What follows belongs to an exercise in optimizing a design on an open flow for small area, a short achievable clock period and few clock cycles per item; a production flow would make more cautious choices. Only simulation tests tie the RTL to the original design; equivalence was not proved. No activity file was given, so power comes from the tool's default toggle rates.

old:
// exec_stage
module exec_stage (
    input  logic             clk,
    input  logic             rst,            
    input  logic             req_valid,
    input  logic [4:0]       req_func,
    input  logic             req_opa_sel,
    input  logic             req_opb_sel,
    input  logic [1:0]       req_rs_fwd,
    input  logic [1:0]       req_rt_fwd,
    input  logic [32-1:0] req_rs,         
    input  logic [32-1:0] req_rt,
    input  logic [32-1:0] req_ext,        
    input  logic [32-1:0] fwd_alu_res,
    input  logic [32-1:0] fwd_mem_res,
    output logic             rsp_valid,
    output logic [32-1:0] rsp_result,
    output logic [32-1:0] store_data_o,
    output logic             md_busy_o
);
localparam logic [4:0] ALU_NOP   = 5'd0;
localparam logic [4:0] ALU_PA    = 5'd1;    
localparam logic [4:0] ALU_PB    = 5'd2;    
localparam logic [4:0] ALU_ADD   = 5'd3;
localparam logic [4:0] ALU_SUB   = 5'd4;
localparam logic [4:0] ALU_AND   = 5'd5;
localparam logic [4:0] ALU_OR    = 5'd6;
localparam logic [4:0] ALU_XOR   = 5'd7;
localparam logic [4:0] ALU_NOR   = 5'd8;
localparam logic [4:0] ALU_SLT   = 5'd9;
localparam logic [4:0] ALU_SLTU  = 5'd10;
localparam logic [4:0] ALU_SLL   = 5'd11;   
localparam logic [4:0] ALU_SRL   = 5'd12;
localparam logic [4:0] ALU_SRA   = 5'd13;
localparam logic [4:0] ALU_MULT  = 5'd16;   
localparam logic [4:0] ALU_MULTU = 5'd17;
localparam logic [4:0] ALU_DIV   = 5'd18;
localparam logic [4:0] ALU_DIVU  = 5'd19;
  ...
Size in the first run: roughly 4000 cells after synthesis, about 140 flip-flops, roughly 240 I/O pins.
Settings: LEC_CHECK=0, CAP_MARGIN=20, CORE_MARGIN=2, CORE_UTILIZATION=40, SLEW_MARGIN=20; clock period 6.5 ns.
run.sh (not shown) runs the stock make flow with config.mk's settings and CLKGATE_MAP_FILE= SYNTH_SCRIPT=/design/flow/synth_recipe.tcl, a recipe that flattens the netlist after the stock synthesis.
Testbench counts of old, summed over its fixed seeds: cycles 44,261, items 24,016.
Input-level comparison between new and old:
==> flow/flow/run.sh (new file) <==
#!/bin/bash
set -o pipefail
cp standard.sh standard_sh_copy.log
export BUFFER_PORTS_ARGS="-buffer_cell sky130_fd_sc_hd__buf_2"
bash standard.sh > standard.log 2>&1
==> flow/standard.sh (new file) <==
#!/bin/bash
# synth_recipe.tcl (not shown) runs the flow's synth.tcl, then flattens the netlist and writes it again
# the make line also repeats each setting of config.mk as NAME=value (left out here)
make -C /OpenROAD-flow-scripts/flow DESIGN_CONFIG=/design/flow/config.mk WORK_HOME=/design/flow/orfs CLKGATE_MAP_FILE= SYNTH_SCRIPT=/design/flow/synth_recipe.tcl "${@:-finish}"
removed: flow/run.sh
==> summary.txt <==
- Relative to old, slew at the pin closest to its max-slew limit has increased by 0.085 ns in new.
- new: done, clean on timing, DRC and antenna
- Most common cell after layout, fill and taps aside: sky130_fd_sc_hd__buf_4 -> old, sky130_fd_sc_hd__nor2_1 -> new
- Of new and old, it is new that has the lower routed wire length.
- Changes observed in new relative to old: final worst setup slack went up 0.19 ns; reported combinational group power went down; utilization lower; relative contribution of combinational cells to total power moved down; relative area change from synthesis to final layout fell by 5.7 points.
- Against old, new comes in 4.8% lower on design area.

========
## main
Another version of the RTL of exec_stage (not shown whole).
Size: roughly 4900 cells after synthesis, about 150 flip-flops, ~240 I/O pins, roughly 30000 sq um of cells after synthesis.
Settings: LEC_CHECK=0, ABC_AREA=1, CAP_MARGIN=20, CORE_MARGIN=2, CORE_UTILIZATION=40, SLEW_MARGIN=20; clock period 6.5 ns.
standard.sh (not shown) runs the stock make flow with config.mk's settings and CLKGATE_MAP_FILE= SYNTH_SCRIPT=/design/flow/synth_recipe.tcl, a recipe that flattens the netlist after the stock synthesis.
==> flow/flow/run.sh <==
#!/bin/bash
set -o pipefail
cp standard.sh standard_sh_copy.log
export BUFFER_PORTS_ARGS="-buffer_cell sky130_fd_sc_hd__buf_1"
bash standard.sh > standard.log 2>&1
main completed every stage of the flow, and the final layout passed the timing, design-rule and antenna checks.
Testbench counts of main, summed over its fixed seeds: cycles 44,261, items 24,016.
## Diff of input files: the feature branch against main
==> flow/flow/run.sh <==
#!/bin/bash
set -o pipefail
cp standard.sh standard_sh_copy.log
export BUFFER_PORTS_ARGS="-buffer_cell sky130_fd_sc_hd__buf_2"
bash standard.sh > standard.log 2>&1
--- outcome ---
Endpoint of the worst setup timing path: u_hilo_muldiv.hi[25] -> main, u_hilo_muldiv.hi[24] -> the feature branch
The feature branch has leakage power figure above what main had.
Looking at via count across main and the feature branch, the one that comes out higher is the feature branch.
In the final reports, the cell area of the feature branch is larger than that of main.
Non-clock buffer area fraction after layout (the feature branch over main): increase, 0.94 points

========
run a:
exec_stage, a different RTL version from the one above (not shown whole).
For scale: ~150 flip-flops, roughly 240 I/O pins, about 30000 µm² of cells after synthesis.
==> flow/config.mk <==
export PLATFORM = sky130hd
export DESIGN_NAME = exec_stage
export DESIGN_NICKNAME = exec_stage
export VERILOG_FILES = /design/flow/design.v
export SDC_FILE = /design/flow/constraint.sdc
export NUM_CORES = 4
export LEC_CHECK = 0
export ABC_AREA = 1
export CAP_MARGIN = 20
export CORE_MARGIN = 2
export CORE_UTILIZATION = 40
export SLEW_MARGIN = 20
==> flow/constraint.sdc <==
create_clock -name core_clock -period 6.5 [get_ports {clk}]
set_input_delay 1.3000 -clock core_clock [delete_from_list [all_inputs] [get_ports {clk}]]
set_output_delay 1.3000 -clock core_clock [all_outputs]
set_load 0.01 [all_outputs]
==> flow/flow/run.sh <==
#!/bin/bash
set -o pipefail
cp standard.sh standard_sh_copy.log
export BUFFER_PORTS_ARGS="-buffer_cell sky130_fd_sc_hd__buf_1"
bash standard.sh > standard.log 2>&1
Testbench counts of run a, summed over its fixed seeds: cycles 44,261, items 24,016.
Inputs modified between run a and run b:
==> flow/flow/run.sh <==
#!/bin/bash
set -o pipefail
cp standard.sh standard_sh_copy.log
export BUFFER_PORTS_ARGS="-buffer_cell sky130_fd_sc_hd__buf_2"
bash standard.sh > standard.log 2>&1
[summary]
Of run b and run a, the run reporting the lower number of global-route vias before repair was run b.
Data required time at the worst endpoint across run b and run a: no real change.
Run a -> run b: area taken by flip-flops and latches delta 0, exact match
Delta(cell area after layout, run b - run a) > 0
Changes observed in run b relative to run a: power has increased, final worst hold slack has remained practically unchanged, count of clock-buffer cells in the layout has increased.

-- static timing again, ports no longer ideal --
Ports are ideal in the flow. The routed layouts listed here were re-timed in OpenROAD.
Step 1 sets driving cells, clkbuf_16 on the clock port and buf_2 on the other inputs (assumed; they add their load-dependent delay and slew).
Step 2, shift: input delay + t, output delay - t, t = (earliest + latest rising clock arrival at the registers) / 2. This alone moves slack from input paths to output paths.
Three values: ideal, step 1, step 2; two values: the first two.
| run | t (ns) | setup WS [ns] | hold slack, ns | clock arrival spread, ns | cell pins on the clock port's net |
|---|---|---|---|---|---|
| old | 0.573 | 0.135 / 0.135 / 0.090 | 0.450 / 0.450 / 0.450 | 0.021 / 0.021 | 1 |
| new | 0.562 | 0.325 / 0.325 / 0.111 | 0.471 / 0.471 / 0.471 | 0.021 / 0.021 | 1 |
| main | 0.552 | 0.839 / 0.839 / 0.585 | 0.467 / 0.467 / 0.467 | 0.018 / 0.018 | 1 |
| the feature branch | 0.548 | 0.673 / 0.673 / 0.642 | 0.453 / 0.453 / 0.453 | 0.020 / 0.020 | 1 |
| run a | 0.562 | 0.699 / 0.699 / 0.699 | 0.471 / 0.471 / 0.471 | 0.015 / 0.014 | 1 |
| run b | 0.554 | 0.782 / 0.782 / 0.526 | 0.470 / 0.470 / 0.470 | 0.017 / 0.016 | 1 |
After both steps setup and hold are still met in every run listed. For run b, which loses most, drivers alone change the setup slack by 0.000 ns; drivers and shift together by -0.256 ns.
